From an optimization exercise on the open Yosys and OpenROAD flow, aimed at small area; shortcuts taken in it are not production practice. Only simulation tests tie the RTL to the original design; equivalence was not proved. No activity file was given, so power comes from the tool's default toggle rates.

== run a ==
==> module avst_pkt_gen, before the edit <==
module avst_pkt_gen #(
  parameter int          DATA_WIDTH  = 512,
  parameter int          EMPTY_WIDTH = 6,
  parameter int          LEN_WIDTH   = 16,
  parameter logic [31:0] SEED        = 32'h2022_0001
) (
  input  logic                 clk,
  input  logic                 rst_n,
  input  logic                 start_i,
  input  logic [15:0]          cfg_num_pkts_i,
  input  logic [LEN_WIDTH-1:0] cfg_len_i,
  input  logic                 cfg_rand_len_i,
  input  logic [7:0]           cfg_gap_i,
  output logic [DATA_WIDTH-1:0]  src_data,
  output logic                   src_valid,
  input  logic                   src_ready,
  output logic                   src_sop,
  output logic                   src_eop,
  output logic [EMPTY_WIDTH-1:0] src_empty,
  output logic                 busy_o,
  output logic                 done_o,
  output logic [15:0]          pkt_count_o
);
  localparam int BYTES = DATA_WIDTH / 8;
  localparam logic [31:0] LFSR_MASK = 32'h8020_0003;   
  logic        busy_q, valid_q, done_q;
  logic [31:0] lfsr_q;
  logic [15:0] num_pkts_q;
  logic [15:0] pkt_count_q;
  logic [15:0] lenm1_q;      
  logic        rand_q;
  logic [7:0]  gap_q;
  logic [9:0]  cnt_q;        
  logic [5:0]  lastb_q;      
  logic [1:0]  base_q;       
  logic        sop_q;
  logic [7:0]  prem_q;       
  logic [15:0] lenm1_d;
  logic [15:0] rem_d;        
  logic [15:0] m_d;          
  logic [15:0] pkt_inc_d;
  logic        cnt_zero, accept, load, last_pkt_d;
  function automatic logic [15:0] urem_pass(input logic [7:0]  r0,
                                            input logic [7:0]  x,
                                            input logic [15:0] dm1);
    logic [16:0] r, v, t, msk;
    logic        big;
    r = 17'(r0);
    for (int j = 1; j <= 8; j++) begin
      msk = (17'd1 << (8 + j)) - 17'd1;
      v   = ((r << 1) | 17'(x[8-j])) & msk;
      big = |(17'(dm1) & ~msk);
      t   = v + (17'(~dm1) & msk);
      r   = ((t[8+j] && !big) ? t : v) & msk;
    end
    urem_pass = r[15:0];
  endfunction
  always_comb begin
    cnt_zero   = (cnt_q == '0);
    accept     = valid_q && src_ready;
    load       = busy_q && !valid_q && !done_q && cnt_zero;
    lenm1_d    = busy_q ? lenm1_q : cfg_len_i - 16'(cfg_len_i != '0);
    rem_d      = urem_pass(load ? prem_q : 8'h00,
                           load ? lfsr_q[7:0] : lfsr_q[15:8], lenm1_d);
    m_d        = rand_q ? rem_d : lenm1_q;
    pkt_inc_d  = pkt_count_q + 16'd1;
    last_pkt_d = (pkt_inc_d == num_pkts_q);
  end
  always_ff @(posedge clk or negedge rst_n) begin
    if (!rst_n) begin
      busy_q      <= 1'b0;
      valid_q     <= 1'b0;
      done_q      <= 1'b0;
      pkt_count_q <= '0;
      lfsr_q      <= SEED;
    end else begin
      if (!busy_q) begin
        if (start_i) begin
          busy_q      <= 1'b1;
          done_q      <= (cfg_num_pkts_i == '0);
          pkt_count_q <= '0;
        end
      end else if (done_q) begin
        busy_q <= 1'b0;
        done_q <= 1'b0;
      end else if (valid_q) begin
        if (accept && cnt_zero) begin
          valid_q     <= 1'b0;
          pkt_count_q <= pkt_inc_d;
          done_q      <= last_pkt_d;
        end
      end else if (cnt_zero) begin
        valid_q <= 1'b1;
        lfsr_q  <= {1'b0, lfsr_q[31:1]} ^ (lfsr_q[0] ? LFSR_MASK : 32'h0);
      end
    end
  end
  always_ff @(posedge clk) begin
    prem_q  <= rem_d[7:0];
    lenm1_q <= lenm1_d;
    if (!busy_q) begin
      num_pkts_q <= cfg_num_pkts_i;
      rand_q     <= cfg_rand_len_i;
      gap_q      <= cfg_gap_i;
      cnt_q      <= '0;
    end else if (valid_q) begin
      if (accept) begin
        if (cnt_zero) begin
          cnt_q <= 10'(gap_q);
        end else begin
          cnt_q  <= cnt_q - 10'd1;
          base_q <= base_q + 2'd1;
          sop_q  <= 1'b0;
        end
      end
    end else if (!done_q) begin
      if (cnt_zero) begin
        cnt_q   <= m_d[15:6];
        lastb_q <= m_d[5:0];
        base_q  <= pkt_count_q[7:6];
        sop_q   <= 1'b1;
      end else begin
        cnt_q <= cnt_q - 10'd1;
      end
    end
  end
  logic [7:0] base8;
  assign base8 = {base_q, pkt_count_q[5:0]};
  always_comb begin
    for (int i = 0; i < BYTES; i++) begin
      src_data[DATA_WIDTH-1-8*i -: 8] =
          (!cnt_zero || (6'(i) <= lastb_q)) ? base8 + 8'(i) : 8'h00;
    end
  end
  assign src_valid   = valid_q;
  assign src_sop     = sop_q;
  assign src_eop     = cnt_zero;
  assign src_empty   = cnt_zero ? ~lastb_q : '0;
  assign busy_o      = busy_q;
  assign done_o      = done_q;
  assign pkt_count_o = pkt_count_q;
endmodule
make LEC_CHECK=0 CAP_MARGIN=20 CORE_MARGIN=2 CORE_UTILIZATION=40 SLEW_MARGIN=20 finish   # period 28.0 ns
run.sh (not shown) runs the stock make flow with config.mk's settings and CLKGATE_MAP_FILE= SYNTH_SCRIPT=/design/flow/synth_recipe.tcl, a recipe that flattens the netlist after the stock synthesis.
Run a: all stages complete, timing, DRC and antenna checks passed
For run b, these inputs were changed with respect to run a:
diff --git a/flow/design.v b/flow/design.v
--- a/flow/design.v
+++ b/flow/design.v
@@ -31,40 +31,33 @@
   logic        rand_q;
   logic [7:0]  gap_q;
   logic [9:0]  cnt_q;        
   logic [5:0]  lastb_q;      
   logic [1:0]  base_q;       
   logic        sop_q;
-  logic [7:0]  prem_q;       
-  logic [15:0] lenm1_d;
   logic [15:0] rem_d;        
   logic [15:0] m_d;          
   logic [15:0] pkt_inc_d;
-  logic        cnt_zero, accept, load, last_pkt_d;
-  function automatic logic [15:0] urem_pass(input logic [7:0]  r0,
-                                            input logic [7:0]  x,
-                                            input logic [15:0] dm1);
+  logic        cnt_zero, accept, last_pkt_d;
+  function automatic logic [15:0] urem16(input logic [15:0] x, input logic [15:0] dm1);
     logic [16:0] r, v, t, msk;
     logic        big;
-    r = 17'(r0);
-    for (int j = 1; j <= 8; j++) begin
-      msk = (17'd1 << (8 + j)) - 17'd1;
-      v   = ((r << 1) | 17'(x[8-j])) & msk;
+    r = '0;
+    for (int w = 1; w <= 16; w++) begin
+      msk = (17'd1 << w) - 17'd1;
+      v   = ((r << 1) | 17'(x[16-w])) & msk;
       big = |(17'(dm1) & ~msk);
       t   = v + (17'(~dm1) & msk);
-      r   = ((t[8+j] && !big) ? t : v) & msk;
+      r   = ((t[w] && !big) ? t : v) & msk;
     end
-    urem_pass = r[15:0];
+    urem16 = r[15:0];
   endfunction
   always_comb begin
     cnt_zero   = (cnt_q == '0);
     accept     = valid_q && src_ready;
-    load       = busy_q && !valid_q && !done_q && cnt_zero;
-    lenm1_d    = busy_q ? lenm1_q : cfg_len_i - 16'(cfg_len_i != '0);
-    rem_d      = urem_pass(load ? prem_q : 8'h00,
-                           load ? lfsr_q[7:0] : lfsr_q[15:8], lenm1_d);
+    rem_d      = urem16(lfsr_q[15:0], lenm1_q);
     m_d        = rand_q ? rem_d : lenm1_q;
     pkt_inc_d  = pkt_count_q + 16'd1;
     last_pkt_d = (pkt_inc_d == num_pkts_q);
   end
   always_ff @(posedge clk or negedge rst_n) begin
     if (!rst_n) begin
@@ -93,19 +86,20 @@
         valid_q <= 1'b1;
         lfsr_q  <= {1'b0, lfsr_q[31:1]} ^ (lfsr_q[0] ? LFSR_MASK : 32'h0);
       end
     end
   end
   always_ff @(posedge clk) begin
-    prem_q  <= rem_d[7:0];
-    lenm1_q <= lenm1_d;
     if (!busy_q) begin
-      num_pkts_q <= cfg_num_pkts_i;
-      rand_q     <= cfg_rand_len_i;
-      gap_q      <= cfg_gap_i;
-      cnt_q      <= '0;
+      if (start_i) begin
+        num_pkts_q <= cfg_num_pkts_i;
+        lenm1_q    <= cfg_len_i - 16'(cfg_len_i != '0);
+        rand_q     <= cfg_rand_len_i;
+        gap_q      <= cfg_gap_i;
+        cnt_q      <= '0;
+      end
     end else if (valid_q) begin
       if (accept) begin
         if (cnt_zero) begin
           cnt_q <= 10'(gap_q);
         end else begin
           cnt_q  <= cnt_q - 10'd1;
Findings:
- Looking at highest ir drop seen on vdd across both flows, run b is the stronger of the two, with run a trailing.
- Compare run b and run a | first-iteration DRC count lower: run a
- The register share of the cell area in run b sits 1.7 points below the value recorded for run a.
- The total stage count of the critical path of run b exceeds that of run a by 25.
- Run b vs. run a: total nets after synthesis now sits higher, power after layout now sits lower.
- Against run a, run b comes in 20% higher on post-route cell area.
- Re clock buffer count from CTS: run b and run a aren't equal, and the lower value belongs to run b.
- Compared with run a, run b shows area of the placeable core that has gone up by more than 10%.
- Slack of the critical path (higher): run b
- Die outline width is lower on run a
- The half-perimeter wire length of the detailed placement result of run b exceeds that of run a by 21%.

-- what the ideal ports hide --
In the flow no input, the clock included, has a driving cell. The finished layouts below were timed again as built, in two steps.
Step 1 (the two cells are an assumption about what drives the block):
set clk [get_ports {clk}]
set_driving_cell -lib_cell sky130_fd_sc_hd__clkbuf_16 $clk
set_driving_cell -lib_cell sky130_fd_sc_hd__buf_2 [delete_from_list [all_inputs] $clk]
Step 2 adds t to the input delays and takes it off the output delays; t is the mean of the earliest and latest rising clock arrival at the registers after step 1. Input paths then give back, and output paths get back, about the clock's delay inside the block.
Slacks: no drivers / after step 1 / after step 2; pairs: no drivers / after step 1.
| run | t, ns | slack for setup (ns) | worst hold slack (ns) |
|---|---|---|---|
| run a | 0.470 | 1.766 / 1.792 / 1.322 | 0.452 / 0.452 / 0.452 |
| run b | 0.443 | 1.791 / 1.791 / 1.791 | 0.507 / 0.507 / 0.507 |
After both steps setup and hold are still met in every run listed. The setup slack of run a, which loses most, moves by +0.026 ns with the drivers and by -0.444 ns with both steps.
